This is an optimization exercise on Yosys and OpenROAD, whose aim is small area and a short achievable clock period, not a production implementation. No activity file was given, so power comes from the tool's default toggle rates.

Design awb_gain_est, start of the top module:
module awb_gain_est #(
    parameter int ACC_W = 24,
    parameter int CNT_W = 16
) (
    input  logic            clk,
    input  logic            rst,
    input  logic            pix_valid_i,
    input  logic [1:0]      pix_color_i,
    input  logic [7:0]      pix_value_i,
    input  logic            pix_last_i,
    output logic [15:0]     K_R,
    output logic [15:0]     K_G,
    output logic [15:0]     K_B,
    output logic            valid_gain_o,
    output logic            busy_o,
    output logic            overrun_o
);
Size: roughly 65 I/O pins, ~23000 um^2 of cells after synthesis.
==> flow/config.mk <==
export PLATFORM = sky130hd
export DESIGN_NAME = awb_gain_est
export DESIGN_NICKNAME = awb_gain_est
export VERILOG_FILES = /design/flow/design.v
export SDC_FILE = /design/flow/constraint.sdc
export NUM_CORES = 4
export LEC_CHECK = 0
export CAP_MARGIN = 20
export CORE_MARGIN = 2
export CORE_UTILIZATION = 40
export CTS_BUF_LIST = sky130_fd_sc_hd__clkbuf_8 sky130_fd_sc_hd__clkbuf_16
export CTS_CLUSTER_DIAMETER = 60
export CTS_CLUSTER_SIZE = 20
export SLEW_MARGIN = 20
==> flow/constraint.sdc <==
create_clock -name core_clock -period 13.0 [get_ports {clk}]
set_input_delay 2.6000 -clock core_clock [delete_from_list [all_inputs] [get_ports {clk}]]
set_output_delay 2.6000 -clock core_clock [all_outputs]
set_load 0.01 [all_outputs]
standard.sh (not shown) runs the stock make flow with config.mk's settings and CLKGATE_MAP_FILE= SYNTH_SCRIPT=/design/flow/synth_recipe.tcl, a recipe that flattens the netlist after the stock synthesis.
==> flow/flow/run.sh <==
#!/bin/bash
# Standard layout, with fast port buffers and repair_timing asked for extra
# setup slack so the achieved period shrinks. Each make step's log lands in
# orfs/logs; make's own output goes to make_finish.log.
set -euo pipefail
bash standard.sh SETUP_SLACK_MARGIN=9 \
  "BUFFER_PORTS_ARGS=-buffer_cell sky130_fd_sc_hd__buf_4" \
  finish > make_finish.log 2>&1
==> next run, changes <==
Settings changed: CTS_BUF_LIST sky130_fd_sc_hd__clkbuf_8 sky130_fd_sc_hd__clkbuf_16 to unset, CTS_CLUSTER_DIAMETER 60 to unset, CTS_CLUSTER_SIZE 20 to unset, GPL_TIMING_DRIVEN set to 1.
The changed run ran to the end with no violations.
Count of clock-buffer cells in the layout increases by 17.
Non-clock buffer count goes down by 2.
Sequential cell count does not change.
Worst hold slack got worse by 3.2 ps.
Area after synthesis stays the same.
Setup slack gains 15 ps.
Total power grows slightly.
First-iteration DRC count shrinks by about a fifth.
Die area does not change.
==> next run, changes <==
Settings changed: CTS_BUF_LIST set to sky130_fd_sc_hd__clkbuf_8, CTS_CLUSTER_DIAMETER set to 55, CTS_CLUSTER_SIZE set to 16, GPL_TIMING_DRIVEN 1 to unset.
=> The changed run went through all stages and came out clean. Wire length hardly moves. Final cell count goes up by 0.34%. Design area falls by 1.7%. Non-clock buffer count came out higher by 14. Via count climbs by 0.59%. Maximum frequency is lower by 0.80%. Critical path depth is unchanged. Register-to-register slack loses 30 ps. First-iteration DRC count rose by 1.2%.
==> next run, changes <==
--- a/flow/flow/run.sh
+++ b/flow/flow/run.sh
@@ -6 +6 @@
-bash standard.sh SETUP_SLACK_MARGIN=9 \
+bash standard.sh SETUP_SLACK_MARGIN=9.2 \
Settings changed: CTS_BUF_LIST sky130_fd_sc_hd__clkbuf_8 to unset, CTS_CLUSTER_DIAMETER 55 to unset, CTS_CLUSTER_SIZE 16 to unset.
After rerunning:
- The new run completed without violations
- global-route usage came out higher by 0.20 points
- via count came out higher slightly
- final area came out higher by a few percent
- wire length came out higher by a few percent
- worst hold slack is worse by 5.7 ps
- clock power came out higher by well over a third
- sequential power is about the same
- cell count came out higher slightly
- count of clock-buffer cells in the layout came out higher by 13
- power came out higher by roughly a tenth
No functional check of the RTL was part of any run of this note.

== lagoon ==
Another version of the RTL of awb_gain_est (not shown whole).
Size in the first run: roughly 2300 cells after synthesis, about 65 I/O pins, ~0.023 mm^2 of cells after synthesis.
==> flow/config.mk <==
export PLATFORM = sky130hd
export DESIGN_NAME = awb_gain_est
export DESIGN_NICKNAME = awb_gain_est
export VERILOG_FILES = /design/flow/design.v
export SDC_FILE = /design/flow/constraint.sdc
export NUM_CORES = 4
export LEC_CHECK = 0
export CAP_MARGIN = 20
export CORE_MARGIN = 2
export CORE_UTILIZATION = 40
export SLEW_MARGIN = 20
==> flow/constraint.sdc <==
create_clock -name core_clock -period 13.0 [get_ports {clk}]
set_input_delay 2.6000 -clock core_clock [delete_from_list [all_inputs] [get_ports {clk}]]
set_output_delay 2.6000 -clock core_clock [all_outputs]
set_load 0.01 [all_outputs]
==> flow/flow/run.sh <==
#!/bin/bash
# Standard layout, with repair_timing asked for extra setup slack so the
# achieved period shrinks. Each make target's log lands in orfs/logs.
set -euo pipefail
bash standard.sh SETUP_SLACK_MARGIN=9.3 finish > make_finish.log 2>&1
lagoon ran to completion and came out clean on the timing, design-rule and antenna checks.
Input-level comparison between maple and lagoon:
==> flow/flow/run.sh <==
#!/bin/bash
# Standard layout, with repair_timing asked for extra setup slack so the
# achieved period shrinks. Each make target's log lands in orfs/logs.
set -euo pipefail
bash standard.sh SETUP_SLACK_MARGIN=9 finish > make_finish.log 2>&1
diff --git a/flow/config.mk b/flow/config.mk
--- a/flow/config.mk
+++ b/flow/config.mk
@@ -9,3 +9,5 @@
 export CORE_MARGIN = 2
 export CORE_UTILIZATION = 40
+export CTS_CLUSTER_DIAMETER = 70
+export CTS_CLUSTER_SIZE = 22
 export SLEW_MARGIN = 20
## What came out
maple went all the way through the flow, and no timing, DRC or antenna check failed. maple vs. lagoon: combinational group share of total power +0.6 points, power dissipated by switching net loads decreased 4.2%, worst setup slack dropped 0.099 ns, post-detailed-placement cell area dropped 160 um^2, sequential standard cell area essentially unchanged. Diff lagoon -> maple: relative slew slack now larger; total power consumption of the routed design now smaller. Looking at clock slew seen by the registers of the worst setup and hold paths across maple and lagoon, the one that comes out higher is maple. maple ended with less utilization of the core after routing than lagoon.
Relative to maple, the following input files were edited for harbor:
diff --git a/flow/config.mk b/flow/config.mk
--- a/flow/config.mk
+++ b/flow/config.mk
@@ -9,5 +9,3 @@
 export CORE_MARGIN = 2
 export CORE_UTILIZATION = 40
-export CTS_CLUSTER_DIAMETER = 70
-export CTS_CLUSTER_SIZE = 22
 export SLEW_MARGIN = 20
[summary]
- [harbor vs maple] relative area change from synthesis to final layout: higher in harbor
- The detail-routed via count per cell was comparable across harbor and maple.
- Looking at sum of routed wire length over all layers, harbor sits above maple.
- Looking only at share of total power in the clock network, and setting everything else aside, the higher value of harbor and maple goes to harbor.
- Compared with maple, harbor degrades post-route standard cell area excluding fillers.
- Power, harbor and maple: higher on harbor
- Re synthesized cell count: no difference whatsoever between harbor and maple.
- harbor ended with every stage complete and zero timing, DRC or antenna violations.
- harbor ends up with a total routing usage reported by global routing that is 0.44 points higher than in maple.
- Reported leakage power, harbor and maple: smaller value in maple
The following lists how raven was set up differently from harbor:
diff --git a/flow/config.mk b/flow/config.mk
--- a/flow/config.mk
+++ b/flow/config.mk
@@ -8,4 +8,5 @@
 export CAP_MARGIN = 20
 export CORE_MARGIN = 2
-export CORE_UTILIZATION = 40
+export CORE_UTILIZATION = 65
+export PLACE_DENSITY = 0.75
 export SLEW_MARGIN = 20
==> comparison <==
- Leakage component of the power, harbor and raven, higher one = harbor.
- Core utilization in raven vs harbor: up 28 points
- The final reports for raven and harbor show non-clock buffer count higher in the former.
- harbor → raven: post-layout total power down 0.000027 W; delay of the slowest cell on the worst path barely changed; met1 track demand over resource in global routing moved up.
Function was not checked in any run of this note: the RTL went through the layout flow alone.

afterwards: timing with drivers on the ports:
The flow's constraints put no driver on any port. The routed layouts listed below were extracted and timed again, unchanged, in two steps. Step 1: set_driving_cell puts a clkbuf_16 on clk and a buf_2 on each other input, an assumption about the parent block. Step 2, shift: input delay + t, output delay - t, t = (earliest + latest rising clock arrival at the registers) / 2. This alone moves slack from input paths to output paths. Three values: no drivers, after step 1, after step 2; two values: the first two.
run | t, ns | setup slack, ns | worst slew at a driven data input, ns
the first run of note 1 | 0.615 | 9.019 / 9.002 / 9.019 | 0.03
the second run of note 1 | 0.627 | 9.034 / 8.988 / 9.034 | 0.03
the third run of note 1 | 0.696 | 9.002 / 9.002 / 9.002 | 0.03
the fourth run of note 1 | 0.621 | 9.112 / 9.112 / 9.112 | 0.03
lagoon | 0.622 | 9.001 / 9.001 / 9.001 | 0.03
maple | 0.629 | 8.903 / 8.903 / 8.903 | 0.04
harbor | 0.619 | 8.906 / 8.906 / 8.906 | 0.04
raven | 0.614 | 8.897 / 8.897 / 8.897 | 0.03
After both steps setup and hold are still met in every run listed.
